Source: an optimization exercise on an open RTL-to-GDS flow (aim: small area). Production flows keep margins and buffers that such runs may drop. Function was checked by simulation only, so behaviour that the tests miss may differ from the original.

==> inputs of v4 <==
Design multisynth_divider_encoder, start of the top module:
module multisynth_divider_encoder
(
    input  logic        i_clk,
    input  logic        i_rst_n,
    input  logic        i_valid,
    input  logic [70:0] i_data,     
    output logic        o_stall,
    output logic        o_valid,
    output logic [75:0] o_data,     
    input  logic        i_stall
);
export LEC_CHECK = 0
export ABC_AREA = 1
export CAP_MARGIN = 20
export CORE_MARGIN = 2
export CORE_UTILIZATION = 72
export CTS_BUF_LIST = sky130_fd_sc_hd__clkbuf_16
export CTS_CLUSTER_DIAMETER = 120
export CTS_CLUSTER_SIZE = 30
export GPL_TIMING_DRIVEN = 0
export SLEW_MARGIN = 20
create_clock -name core_clock -period 5.0 [get_ports {i_clk}]
standard.sh (not shown) runs the stock make flow with config.mk's settings and CLKGATE_MAP_FILE= SYNTH_SCRIPT=/design/flow/synth_recipe.tcl, a recipe that flattens the netlist after the stock synthesis.
==> flow/flow/run.sh <==
#!/bin/bash
# The standard layout (standard.sh: the standard flow's synthesis and ORFS flow, unchanged), except that
# the port buffers that global placement puts on every input and output are the smallest
# buffer, sky130_fd_sc_hd__buf_1, instead of the resizer's default choice
# (clkdlybuf4s50_1, a slow delay cell). Timing repair may still resize them.
# The make output goes to standard.log; ORFS keeps each step's own log under orfs/logs/.
set -euo pipefail
bash standard.sh "BUFFER_PORTS_ARGS=-buffer_cell sky130_fd_sc_hd__buf_1" finish > standard.log 2>&1
==> inputs of v10, as changes to v4 <==
--- a/flow/design.v
+++ b/flow/design.v
@@ -98,25 +98,22 @@
             d_tgt = TARGET_NONE;
             d_ok  = 1'b0;
         end
     end
     assign d_ph = req.req_type ? req.phase : 8'd0;
-    logic [12:0] r4_c3;
-    logic [11:0] r4_d1, r4_d2;
-    logic [13:0] r4_d3;
-    logic        r4_g1, r4_g2, r4_g3;
-    logic [10:0] r4_rem;
+    logic [10:0] t0_d;
+    logic        t0_ge;
+    logic [19:0] t0_x;
+    assign t0_d  = {1'b0, req.numerator[19:10]} - {1'b0, req.denominator[9:0]};
+    assign t0_ge = ~t0_d[10] & (req.denominator[19:10] == 10'd0);
+    assign t0_x  = {t0_ge ? t0_d[9:0] : req.numerator[19:10], req.numerator[9:0]};
+    logic [11:0] t1_d;
+    logic        t1_ge;
     logic [19:0] t1_x;
-    assign r4_c3 = {2'b00, req.denominator[10:0]} + {1'b0, req.denominator[10:0], 1'b0};
-    assign r4_d1 = {1'b0, req.numerator[19:9]} - {1'b0, req.denominator[10:0]};
-    assign r4_d2 = {1'b0, req.numerator[19:9]} - {1'b0, req.denominator[9:0], 1'b0};
-    assign r4_d3 = {3'b000, req.numerator[19:9]} - {1'b0, r4_c3};
-    assign r4_g1 = ~r4_d1[11] & (req.denominator[19:11] == 9'd0);
-    assign r4_g2 = ~r4_d2[11] & (req.denominator[19:10] == 10'd0);
-    assign r4_g3 = ~r4_d3[13] & (req.denominator[19:11] == 9'd0);
-    assign r4_rem = r4_g3 ? r4_d3[10:0] : r4_g2 ? r4_d2[10:0] : r4_g1 ? r4_d1[10:0] : req.numerator[19:9];
-    assign t1_x = {r4_rem, req.numerator[8:0]};
+    assign t1_d  = {1'b0, t0_x[19:9]} - {1'b0, req.denominator[10:0]};
+    assign t1_ge = ~t1_d[11] & (req.denominator[19:11] == 9'd0);
+    assign t1_x  = {t1_ge ? t1_d[10:0] : t0_x[19:9], t0_x[8:0]};
     logic [12:0] t2_d;
     logic        t2_ge;
     logic [19:0] t2_x;
     assign t2_d  = {1'b0, t1_x[19:8]} - {1'b0, req.denominator[11:0]};
     assign t2_ge = ~t2_d[12] & (req.denominator[19:12] == 8'd0);
@@ -124,13 +121,11 @@
     logic r3_vld;
     logic [0:0] r3_ok;
     logic [2:0] r3_tgt;
     logic [7:0] r3_ph;
     logic [2:0] r3_rc;
-    logic [19:0] r3_cn;
     logic [19:0] r3_c;
-    assign r3_c = ~r3_cn;
     logic [19:0] r3_x;
     logic [9:0] r3_a;
     logic [17:15] r3_q;
     always_ff @(posedge i_clk) begin
         if (!i_rst_n) begin
@@ -143,14 +138,14 @@
         if (en) begin
             r3_ok <= d_ok & ~d_big;
             r3_tgt <= d_tgt;
             r3_ph <= d_ph;
             r3_rc <= d_rc;
-            r3_cn <= ~req.denominator;
+            r3_c <= req.denominator;
             r3_x <= t2_x;
             r3_a <= req.int_part;
-            r3_q <= {{r4_g2, r4_g3 | (r4_g1 & ~r4_g2)}, t2_ge};
+            r3_q <= {{t0_ge, t1_ge}, t2_ge};
         end
     end
     logic [13:0] t3_d;
     logic        t3_ge;
     logic [19:0] t3_x;
@@ -166,13 +161,11 @@
     logic r5_vld;
     logic [0:0] r5_ok;
     logic [2:0] r5_tgt;
     logic [7:0] r5_ph;
     logic [2:0] r5_rc;
-    logic [19:0] r5_cn;
     logic [19:0] r5_c;
-    assign r5_c = ~r5_cn;
     logic [19:0] r5_x;
     logic [9:0] r5_a;
     logic [17:13] r5_q;
     always_ff @(posedge i_clk) begin
         if (!i_rst_n) begin
@@ -185,11 +178,11 @@
         if (en) begin
             r5_ok <= r3_ok;
             r5_tgt <= r3_tgt;
             r5_ph <= r3_ph;
             r5_rc <= r3_rc;
-            r5_cn <= ~r3_c;
+            r5_c <= r3_c;
             r5_x <= t4_x;
             r5_a <= r3_a;
             r5_q <= {{r3_q, t3_ge}, t4_ge};
         end
     end
@@ -208,13 +201,11 @@
     logic r7_vld;
     logic [0:0] r7_ok;
     logic [2:0] r7_tgt;
     logic [7:0] r7_ph;
     logic [2:0] r7_rc;
-    logic [19:0] r7_cn;
     logic [19:0] r7_c;
-    assign r7_c = ~r7_cn;
     logic [19:0] r7_x;
     logic [9:0] r7_a;
     logic [17:11] r7_q;
     always_ff @(posedge i_clk) begin
         if (!i_rst_n) begin
@@ -227,11 +218,11 @@
         if (en) begin
             r7_ok <= r5_ok;
             r7_tgt <= r5_tgt;
             r7_ph <= r5_ph;
             r7_rc <= r5_rc;
-            r7_cn <= ~r5_c;
+            r7_c <= r5_c;
             r7_x <= t6_x;
             r7_a <= r5_a;
             r7_q <= {{r5_q, t5_ge}, t6_ge};
         end
     end
@@ -250,13 +241,11 @@
     logic r9_vld;
     logic [0:0] r9_ok;
     logic [2:0] r9_tgt;
     logic [7:0] r9_ph;
     logic [2:0] r9_rc;
-    logic [19:0] r9_cn;
     logic [19:0] r9_c;
-    assign r9_c = ~r9_cn;
     logic [19:0] r9_x;
     logic [9:0] r9_a;
     logic [17:9] r9_q;
     always_ff @(posedge i_clk) begin
         if (!i_rst_n) begin
@@ -269,18 +258,16 @@
         if (en) begin
             r9_ok <= r7_ok;
             r9_tgt <= r7_tgt;
             r9_ph <= r7_ph;
             r9_rc <= r7_rc;
-            r9_cn <= ~r7_c;
+            r9_c <= r7_c;
             r9_x <= t8_x;
             r9_a <= r7_a;
             r9_q <= {{r7_q, t7_ge}, t8_ge};
         end
     end
-    logic [11:0] pf_hp;
-    assign pf_hp = 12'(r9_a) + (12'(r9_q) << 2) - 12'd4;
     logic [19:0] t9_d;
     logic        t9_ge;
     logic [19:0] t9_x;
     assign t9_d  = {1'b0, r9_x[19:1]} - {1'b0, r9_c[18:0]};
     assign t9_ge = ~t9_d[19] & (r9_c[19:19] == 1'd0);
@@ -294,16 +281,14 @@
     logic r11_vld;
     logic [0:0] r11_ok;
     logic [2:0] r11_tgt;
     logic [7:0] r11_ph;
     logic [2:0] r11_rc;
-    logic [19:0] r11_cn;
     logic [19:0] r11_c;
-    assign r11_c = ~r11_cn;
     logic [19:0] r11_x;
-    logic [11:0] r11_hp;
-    logic [8:7] r11_q;
+    logic [9:0] r11_a;
+    logic [17:7] r11_q;
     always_ff @(posedge i_clk) begin
         if (!i_rst_n) begin
             r11_vld <= 1'b0;
         end else if (en) begin
             r11_vld <= r9_vld;
@@ -313,20 +298,18 @@
         if (en) begin
             r11_ok <= r9_ok;
             r11_tgt <= r9_tgt;
             r11_ph <= r9_ph;
             r11_rc <= r9_rc;
-            r11_cn <= ~r9_c;
+            r11_c <= r9_c;
             r11_x <= t10_x;
-            r11_hp <= pf_hp;
-            r11_q <= {t9_ge, t10_ge};
+            r11_a <= r9_a;
+            r11_q <= {{r9_q, t9_ge}, t10_ge};
         end
     end
     logic [11:0] f_hi;
-    logic [8:7] f_q;
-    assign f_q  = r11_q;
-    assign f_hi = r11_hp + 12'(f_q[8:7]);
+    assign f_hi = 12'(r11_a) + 12'(r11_q[17:7]) - 12'd4;
     logic [21:0] t11_d;
     logic        t11_ge;
     logic [19:0] t11_x;
     assign t11_d  = {1'b0, r11_x, 1'b0} - {2'b00, r11_c};
     assign t11_ge = ~t11_d[21];
@@ -340,13 +323,11 @@
     logic r13_vld;
     logic [0:0] r13_ok;
     logic [2:0] r13_tgt;
     logic [7:0] r13_ph;
     logic [2:0] r13_rc;
-    logic [19:0] r13_cn;
     logic [19:0] r13_c;
-    assign r13_c = ~r13_cn;
     logic [19:0] r13_x;
     logic [10:0] r13_hi;
     logic [6:5] r13_q;
     always_ff @(posedge i_clk) begin
         if (!i_rst_n) begin
@@ -359,11 +340,11 @@
         if (en) begin
             r13_ok <= (r11_ok & ~f_hi[11]);
             r13_tgt <= r11_tgt;
             r13_ph <= r11_ph;
             r13_rc <= r11_rc;
-            r13_cn <= ~r11_c;
+            r13_c <= r11_c;
             r13_x <= t12_x;
             r13_hi <= f_hi[10:0];
             r13_q <= {t11_ge, t12_ge};
         end
     end
@@ -382,13 +363,11 @@
     logic r15_vld;
     logic [0:0] r15_ok;
     logic [2:0] r15_tgt;
     logic [7:0] r15_ph;
     logic [2:0] r15_rc;
-    logic [19:0] r15_cn;
     logic [19:0] r15_c;
-    assign r15_c = ~r15_cn;
     logic [19:0] r15_x;
     logic [10:0] r15_hi;
     logic [6:3] r15_q;
     always_ff @(posedge i_clk) begin
         if (!i_rst_n) begin
@@ -401,11 +380,11 @@
         if (en) begin
             r15_ok <= r13_ok;
             r15_tgt <= r13_tgt;
             r15_ph <= r13_ph;
             r15_rc <= r13_rc;
-            r15_cn <= ~r13_c;
+            r15_c <= r13_c;
             r15_x <= t14_x;
             r15_hi <= r13_hi;
             r15_q <= {{r13_q, t13_ge}, t14_ge};
         end
     end
@@ -424,13 +403,11 @@
     logic r17_vld;
     logic [0:0] r17_ok;
     logic [2:0] r17_tgt;
     logic [7:0] r17_ph;
     logic [2:0] r17_rc;
-    logic [19:0] r17_cn;
     logic [19:0] r17_c;
-    assign r17_c = ~r17_cn;
     logic [19:0] r17_x;
     logic [10:0] r17_hi;
     logic [6:1] r17_q;
     always_ff @(posedge i_clk) begin
         if (!i_rst_n) begin
@@ -443,11 +420,11 @@
         if (en) begin
             r17_ok <= r15_ok;
             r17_tgt <= r15_tgt;
             r17_ph <= r15_ph;
             r17_rc <= r15_rc;
-            r17_cn <= ~r15_c;
+            r17_c <= r15_c;
             r17_x <= t16_x;
             r17_hi <= r15_hi;
             r17_q <= {{r15_q, t15_ge}, t16_ge};
         end
     end
==> flow/run.sh (new file) <==
#!/bin/bash
# synth_recipe.tcl (not shown) runs the flow's synth.tcl, then flattens the netlist and writes it again
# the make line also repeats each setting of config.mk as NAME=value (left out here)
make -C /OpenROAD-flow-scripts/flow DESIGN_CONFIG=/design/flow/config.mk WORK_HOME=/design/flow/orfs CLKGATE_MAP_FILE= SYNTH_SCRIPT=/design/flow/synth_recipe.tcl finish
Settings changed: ABC_AREA 1 to default, CORE_UTILIZATION 72 to 40, CTS_BUF_LIST sky130_fd_sc_hd__clkbuf_16 to default, CTS_CLUSTER_DIAMETER 120 to default, CTS_CLUSTER_SIZE 30 to default, GPL_TIMING_DRIVEN 0 to default.
removed: flow/flow/run.sh
removed: flow/standard.sh
==> inputs of v27, as changes to v4 <==
--- a/flow/design.v
+++ b/flow/design.v
@@ -124,13 +124,11 @@
     logic r3_vld;
     logic [0:0] r3_ok;
     logic [2:0] r3_tgt;
     logic [7:0] r3_ph;
     logic [2:0] r3_rc;
-    logic [19:0] r3_cn;
     logic [19:0] r3_c;
-    assign r3_c = ~r3_cn;
     logic [19:0] r3_x;
     logic [9:0] r3_a;
     logic [17:15] r3_q;
     always_ff @(posedge i_clk) begin
         if (!i_rst_n) begin
@@ -143,11 +141,11 @@
         if (en) begin
             r3_ok <= d_ok & ~d_big;
             r3_tgt <= d_tgt;
             r3_ph <= d_ph;
             r3_rc <= d_rc;
-            r3_cn <= ~req.denominator;
+            r3_c <= req.denominator;
             r3_x <= t2_x;
             r3_a <= req.int_part;
             r3_q <= {{r4_g2, r4_g3 | (r4_g1 & ~r4_g2)}, t2_ge};
         end
     end
@@ -166,13 +164,11 @@
     logic r5_vld;
     logic [0:0] r5_ok;
     logic [2:0] r5_tgt;
     logic [7:0] r5_ph;
     logic [2:0] r5_rc;
-    logic [19:0] r5_cn;
     logic [19:0] r5_c;
-    assign r5_c = ~r5_cn;
     logic [19:0] r5_x;
     logic [9:0] r5_a;
     logic [17:13] r5_q;
     always_ff @(posedge i_clk) begin
         if (!i_rst_n) begin
@@ -185,11 +181,11 @@
         if (en) begin
             r5_ok <= r3_ok;
             r5_tgt <= r3_tgt;
             r5_ph <= r3_ph;
             r5_rc <= r3_rc;
-            r5_cn <= ~r3_c;
+            r5_c <= r3_c;
             r5_x <= t4_x;
             r5_a <= r3_a;
             r5_q <= {{r3_q, t3_ge}, t4_ge};
         end
     end
@@ -208,13 +204,11 @@
     logic r7_vld;
     logic [0:0] r7_ok;
     logic [2:0] r7_tgt;
     logic [7:0] r7_ph;
     logic [2:0] r7_rc;
-    logic [19:0] r7_cn;
     logic [19:0] r7_c;
-    assign r7_c = ~r7_cn;
     logic [19:0] r7_x;
     logic [9:0] r7_a;
     logic [17:11] r7_q;
     always_ff @(posedge i_clk) begin
         if (!i_rst_n) begin
@@ -227,11 +221,11 @@
         if (en) begin
             r7_ok <= r5_ok;
             r7_tgt <= r5_tgt;
             r7_ph <= r5_ph;
             r7_rc <= r5_rc;
-            r7_cn <= ~r5_c;
+            r7_c <= r5_c;
             r7_x <= t6_x;
             r7_a <= r5_a;
             r7_q <= {{r5_q, t5_ge}, t6_ge};
         end
     end
@@ -250,13 +244,11 @@
     logic r9_vld;
     logic [0:0] r9_ok;
     logic [2:0] r9_tgt;
     logic [7:0] r9_ph;
     logic [2:0] r9_rc;
-    logic [19:0] r9_cn;
     logic [19:0] r9_c;
-    assign r9_c = ~r9_cn;
     logic [19:0] r9_x;
     logic [9:0] r9_a;
     logic [17:9] r9_q;
     always_ff @(posedge i_clk) begin
         if (!i_rst_n) begin
@@ -269,11 +261,11 @@
         if (en) begin
             r9_ok <= r7_ok;
             r9_tgt <= r7_tgt;
             r9_ph <= r7_ph;
             r9_rc <= r7_rc;
-            r9_cn <= ~r7_c;
+            r9_c <= r7_c;
             r9_x <= t8_x;
             r9_a <= r7_a;
             r9_q <= {{r7_q, t7_ge}, t8_ge};
         end
     end
@@ -294,13 +286,11 @@
     logic r11_vld;
     logic [0:0] r11_ok;
     logic [2:0] r11_tgt;
     logic [7:0] r11_ph;
     logic [2:0] r11_rc;
-    logic [19:0] r11_cn;
     logic [19:0] r11_c;
-    assign r11_c = ~r11_cn;
     logic [19:0] r11_x;
     logic [11:0] r11_hp;
     logic [8:7] r11_q;
     always_ff @(posedge i_clk) begin
         if (!i_rst_n) begin
@@ -313,11 +303,11 @@
         if (en) begin
             r11_ok <= r9_ok;
             r11_tgt <= r9_tgt;
             r11_ph <= r9_ph;
             r11_rc <= r9_rc;
-            r11_cn <= ~r9_c;
+            r11_c <= r9_c;
             r11_x <= t10_x;
             r11_hp <= pf_hp;
             r11_q <= {t9_ge, t10_ge};
         end
     end
@@ -340,13 +330,11 @@
     logic r13_vld;
     logic [0:0] r13_ok;
     logic [2:0] r13_tgt;
     logic [7:0] r13_ph;
     logic [2:0] r13_rc;
-    logic [19:0] r13_cn;
     logic [19:0] r13_c;
-    assign r13_c = ~r13_cn;
     logic [19:0] r13_x;
     logic [10:0] r13_hi;
     logic [6:5] r13_q;
     always_ff @(posedge i_clk) begin
         if (!i_rst_n) begin
@@ -359,11 +347,11 @@
         if (en) begin
             r13_ok <= (r11_ok & ~f_hi[11]);
             r13_tgt <= r11_tgt;
             r13_ph <= r11_ph;
             r13_rc <= r11_rc;
-            r13_cn <= ~r11_c;
+            r13_c <= r11_c;
             r13_x <= t12_x;
             r13_hi <= f_hi[10:0];
             r13_q <= {t11_ge, t12_ge};
         end
     end
@@ -382,13 +370,11 @@
     logic r15_vld;
     logic [0:0] r15_ok;
     logic [2:0] r15_tgt;
     logic [7:0] r15_ph;
     logic [2:0] r15_rc;
-    logic [19:0] r15_cn;
     logic [19:0] r15_c;
-    assign r15_c = ~r15_cn;
     logic [19:0] r15_x;
     logic [10:0] r15_hi;
     logic [6:3] r15_q;
     always_ff @(posedge i_clk) begin
         if (!i_rst_n) begin
@@ -401,11 +387,11 @@
         if (en) begin
             r15_ok <= r13_ok;
             r15_tgt <= r13_tgt;
             r15_ph <= r13_ph;
             r15_rc <= r13_rc;
-            r15_cn <= ~r13_c;
+            r15_c <= r13_c;
             r15_x <= t14_x;
             r15_hi <= r13_hi;
             r15_q <= {{r13_q, t13_ge}, t14_ge};
         end
     end
@@ -424,13 +410,11 @@
     logic r17_vld;
     logic [0:0] r17_ok;
     logic [2:0] r17_tgt;
     logic [7:0] r17_ph;
     logic [2:0] r17_rc;
-    logic [19:0] r17_cn;
     logic [19:0] r17_c;
-    assign r17_c = ~r17_cn;
     logic [19:0] r17_x;
     logic [10:0] r17_hi;
     logic [6:1] r17_q;
     always_ff @(posedge i_clk) begin
         if (!i_rst_n) begin
@@ -443,11 +427,11 @@
         if (en) begin
             r17_ok <= r15_ok;
             r17_tgt <= r15_tgt;
             r17_ph <= r15_ph;
             r17_rc <= r15_rc;
-            r17_cn <= ~r15_c;
+            r17_c <= r15_c;
             r17_x <= t16_x;
             r17_hi <= r15_hi;
             r17_q <= {{r15_q, t15_ge}, t16_ge};
         end
     end
==> flow/run.sh (new file) <==
#!/bin/bash
# synth_recipe.tcl (not shown) runs the flow's synth.tcl, then flattens the netlist and writes it again
# the make line also repeats each setting of config.mk as NAME=value (left out here)
make -C /OpenROAD-flow-scripts/flow DESIGN_CONFIG=/design/flow/config.mk WORK_HOME=/design/flow/orfs CLKGATE_MAP_FILE= SYNTH_SCRIPT=/design/flow/synth_recipe.tcl finish
Settings changed: CORE_UTILIZATION 72 to 50, CTS_BUF_LIST sky130_fd_sc_hd__clkbuf_16 to default, CTS_CLUSTER_DIAMETER 120 to default, CTS_CLUSTER_SIZE 30 to default.
removed: flow/flow/run.sh
removed: flow/standard.sh
==> inputs of v20, as changes to v4 <==
--- a/flow/design.v
+++ b/flow/design.v
@@ -124,13 +124,11 @@
     logic r3_vld;
     logic [0:0] r3_ok;
     logic [2:0] r3_tgt;
     logic [7:0] r3_ph;
     logic [2:0] r3_rc;
-    logic [19:0] r3_cn;
     logic [19:0] r3_c;
-    assign r3_c = ~r3_cn;
     logic [19:0] r3_x;
     logic [9:0] r3_a;
     logic [17:15] r3_q;
     always_ff @(posedge i_clk) begin
         if (!i_rst_n) begin
@@ -143,11 +141,11 @@
         if (en) begin
             r3_ok <= d_ok & ~d_big;
             r3_tgt <= d_tgt;
             r3_ph <= d_ph;
             r3_rc <= d_rc;
-            r3_cn <= ~req.denominator;
+            r3_c <= req.denominator;
             r3_x <= t2_x;
             r3_a <= req.int_part;
             r3_q <= {{r4_g2, r4_g3 | (r4_g1 & ~r4_g2)}, t2_ge};
         end
     end
@@ -166,13 +164,11 @@
     logic r5_vld;
     logic [0:0] r5_ok;
     logic [2:0] r5_tgt;
     logic [7:0] r5_ph;
     logic [2:0] r5_rc;
-    logic [19:0] r5_cn;
     logic [19:0] r5_c;
-    assign r5_c = ~r5_cn;
     logic [19:0] r5_x;
     logic [9:0] r5_a;
     logic [17:13] r5_q;
     always_ff @(posedge i_clk) begin
         if (!i_rst_n) begin
@@ -185,11 +181,11 @@
         if (en) begin
             r5_ok <= r3_ok;
             r5_tgt <= r3_tgt;
             r5_ph <= r3_ph;
             r5_rc <= r3_rc;
-            r5_cn <= ~r3_c;
+            r5_c <= r3_c;
             r5_x <= t4_x;
             r5_a <= r3_a;
             r5_q <= {{r3_q, t3_ge}, t4_ge};
         end
     end
@@ -208,13 +204,11 @@
     logic r7_vld;
     logic [0:0] r7_ok;
     logic [2:0] r7_tgt;
     logic [7:0] r7_ph;
     logic [2:0] r7_rc;
-    logic [19:0] r7_cn;
     logic [19:0] r7_c;
-    assign r7_c = ~r7_cn;
     logic [19:0] r7_x;
     logic [9:0] r7_a;
     logic [17:11] r7_q;
     always_ff @(posedge i_clk) begin
         if (!i_rst_n) begin
@@ -227,11 +221,11 @@
         if (en) begin
             r7_ok <= r5_ok;
             r7_tgt <= r5_tgt;
             r7_ph <= r5_ph;
             r7_rc <= r5_rc;
-            r7_cn <= ~r5_c;
+            r7_c <= r5_c;
             r7_x <= t6_x;
             r7_a <= r5_a;
             r7_q <= {{r5_q, t5_ge}, t6_ge};
         end
     end
@@ -250,13 +244,11 @@
     logic r9_vld;
     logic [0:0] r9_ok;
     logic [2:0] r9_tgt;
     logic [7:0] r9_ph;
     logic [2:0] r9_rc;
-    logic [19:0] r9_cn;
     logic [19:0] r9_c;
-    assign r9_c = ~r9_cn;
     logic [19:0] r9_x;
     logic [9:0] r9_a;
     logic [17:9] r9_q;
     always_ff @(posedge i_clk) begin
         if (!i_rst_n) begin
@@ -269,11 +261,11 @@
         if (en) begin
             r9_ok <= r7_ok;
             r9_tgt <= r7_tgt;
             r9_ph <= r7_ph;
             r9_rc <= r7_rc;
-            r9_cn <= ~r7_c;
+            r9_c <= r7_c;
             r9_x <= t8_x;
             r9_a <= r7_a;
             r9_q <= {{r7_q, t7_ge}, t8_ge};
         end
     end
@@ -294,13 +286,11 @@
     logic r11_vld;
     logic [0:0] r11_ok;
     logic [2:0] r11_tgt;
     logic [7:0] r11_ph;
     logic [2:0] r11_rc;
-    logic [19:0] r11_cn;
     logic [19:0] r11_c;
-    assign r11_c = ~r11_cn;
     logic [19:0] r11_x;
     logic [11:0] r11_hp;
     logic [8:7] r11_q;
     always_ff @(posedge i_clk) begin
         if (!i_rst_n) begin
@@ -313,11 +303,11 @@
         if (en) begin
             r11_ok <= r9_ok;
             r11_tgt <= r9_tgt;
             r11_ph <= r9_ph;
             r11_rc <= r9_rc;
-            r11_cn <= ~r9_c;
+            r11_c <= r9_c;
             r11_x <= t10_x;
             r11_hp <= pf_hp;
             r11_q <= {t9_ge, t10_ge};
         end
     end
@@ -340,13 +330,11 @@
     logic r13_vld;
     logic [0:0] r13_ok;
     logic [2:0] r13_tgt;
     logic [7:0] r13_ph;
     logic [2:0] r13_rc;
-    logic [19:0] r13_cn;
     logic [19:0] r13_c;
-    assign r13_c = ~r13_cn;
     logic [19:0] r13_x;
     logic [10:0] r13_hi;
     logic [6:5] r13_q;
     always_ff @(posedge i_clk) begin
         if (!i_rst_n) begin
@@ -359,11 +347,11 @@
         if (en) begin
             r13_ok <= (r11_ok & ~f_hi[11]);
             r13_tgt <= r11_tgt;
             r13_ph <= r11_ph;
             r13_rc <= r11_rc;
-            r13_cn <= ~r11_c;
+            r13_c <= r11_c;
             r13_x <= t12_x;
             r13_hi <= f_hi[10:0];
             r13_q <= {t11_ge, t12_ge};
         end
     end
@@ -382,13 +370,11 @@
     logic r15_vld;
     logic [0:0] r15_ok;
     logic [2:0] r15_tgt;
     logic [7:0] r15_ph;
     logic [2:0] r15_rc;
-    logic [19:0] r15_cn;
     logic [19:0] r15_c;
-    assign r15_c = ~r15_cn;
     logic [19:0] r15_x;
     logic [10:0] r15_hi;
     logic [6:3] r15_q;
     always_ff @(posedge i_clk) begin
         if (!i_rst_n) begin
@@ -401,11 +387,11 @@
         if (en) begin
             r15_ok <= r13_ok;
             r15_tgt <= r13_tgt;
             r15_ph <= r13_ph;
             r15_rc <= r13_rc;
-            r15_cn <= ~r13_c;
+            r15_c <= r13_c;
             r15_x <= t14_x;
             r15_hi <= r13_hi;
             r15_q <= {{r13_q, t13_ge}, t14_ge};
         end
     end
@@ -424,13 +410,11 @@
     logic r17_vld;
     logic [0:0] r17_ok;
     logic [2:0] r17_tgt;
     logic [7:0] r17_ph;
     logic [2:0] r17_rc;
-    logic [19:0] r17_cn;
     logic [19:0] r17_c;
-    assign r17_c = ~r17_cn;
     logic [19:0] r17_x;
     logic [10:0] r17_hi;
     logic [6:1] r17_q;
     always_ff @(posedge i_clk) begin
         if (!i_rst_n) begin
@@ -443,11 +427,11 @@
         if (en) begin
             r17_ok <= r15_ok;
             r17_tgt <= r15_tgt;
             r17_ph <= r15_ph;
             r17_rc <= r15_rc;
-            r17_cn <= ~r15_c;
+            r17_c <= r15_c;
             r17_x <= t16_x;
             r17_hi <= r15_hi;
             r17_q <= {{r15_q, t15_ge}, t16_ge};
         end
     end
==> flow/run.sh (new file) <==
#!/bin/bash
# synth_recipe.tcl (not shown) runs the flow's synth.tcl, then flattens the netlist and writes it again
# the make line also repeats each setting of config.mk as NAME=value (left out here)
make -C /OpenROAD-flow-scripts/flow DESIGN_CONFIG=/design/flow/config.mk WORK_HOME=/design/flow/orfs CLKGATE_MAP_FILE= SYNTH_SCRIPT=/design/flow/synth_recipe.tcl finish
Settings changed: CORE_UTILIZATION 72 to 60, CTS_BUF_LIST sky130_fd_sc_hd__clkbuf_16 to sky130_fd_sc_hd__clkbuf_8, CTS_CLUSTER_DIAMETER 120 to default, CTS_CLUSTER_SIZE 30 to 24.
removed: flow/flow/run.sh
removed: flow/standard.sh
==> impl_metrics.json <==
{
  "clk_latency_ns": 0.60,
  "cp.arrival_ns": 5.12,
  "seq_area_sq_um": 17100,
  "wl_met2_um": 51700,
  "setup_ws_ns": 0.226,
  "layout-area-overhead-vs-synth_pct": 13.4,
  "cts-resized-gates": 16,
  "status": "timing/DRC/antenna clean",
  "critPathMaxStageDelay_ns": 0.66,
  "p_leak_nw": 22.4,
  "fmax_mhz": 209,
  "synth.most_common_cell": "nand2_1",
  "placed_cell_area_sq_um": 44100
}
Source of the figures above: v27

==> impl_metrics.json <==
{
  "placed_cell_area_sq_um": 43800,
  "cp.arrival_ns": 5.21,
  "clk_latency_ns": 0.75,
  "seq_area_sq_um": 17100,
  "layout-area-overhead-vs-synth_pct": 11.6,
  "status": "timing/DRC/antenna clean",
  "critPathMaxStageDelay_ns": 0.51,
  "wl_met2_um": 49000,
  "fmax_mhz": 208,
  "setup_ws_ns": 0.201,
  "cts-resized-gates": 8
}
Source of the figures above: v20

==> impl_metrics.json <==
{
  "cp.arrival_ns": 5.19,
  "synth.most_common_cell": "nand2_1",
  "fmax_mhz": 207,
  "status": "timing/DRC/antenna clean",
  "critPathMaxStageDelay_ns": 0.54,
  "placed_cell_area_sq_um": 41900,
  "setup_ws_ns": 0.173,
  "wl_met2_um": 50200,
  "p_leak_nw": 20.2,
  "seq_area_sq_um": 17100,
  "layout-area-overhead-vs-synth_pct": 6.05,
  "cts-resized-gates": 4
}
Source of the figures above: v4

==> impl_metrics.json <==
{
  "synth.most_common_cell": "edfxtp_1",
  "vias": 25863,
  "cts-resized-gates": 200,
  "setup_viol": 106,
  "clk_latency_ns": 0.62,
  "cp.arrival_ns": 6.92,
  "status": "finished with violations",
  "p_leak_nw": 21.5,
  "wl_met2_um": 41500,
  "setup_ws_ns": -1.58,
  "violatedChecks": "setup timing",
  "layout-area-overhead-vs-synth_pct": 36.8
}
Source of the figures above: v10

separate check: timing with driven ports:
Ports are ideal in the flow. The routed layouts listed here were re-timed in OpenROAD.
Step 1 assumes that a clkbuf_16 drives the clock port and a buf_2 every other input.
Step 2 also shifts input and output timing later by t, the mid clock arrival at the registers, as if the neighbouring blocks saw the same clock.
Three values: ideal ports, drivers, drivers and shift; two values: the first two.
run | t, ns | setup slack, ns | worst setup path at the end | worst data-port slew with drivers (ns)
v4 | 0.664 | 0.173 / 0.215 / -0.449 | input to register | 0.08
v10 | 0.662 | -1.578 / -1.550 / -2.212 | input to register | 0.07
v27 | 0.655 | 0.226 / 0.269 / -0.387 | input to register | 0.08
v20 | 0.762 | 0.201 / 0.232 / -0.530 | input to register | 0.05
Met with ideal ports but missed after step 2: setup timing in v4, v27 and v20. The setup slack of v20, which loses most, moves by +0.031 ns with the drivers and by -0.731 ns with both steps.
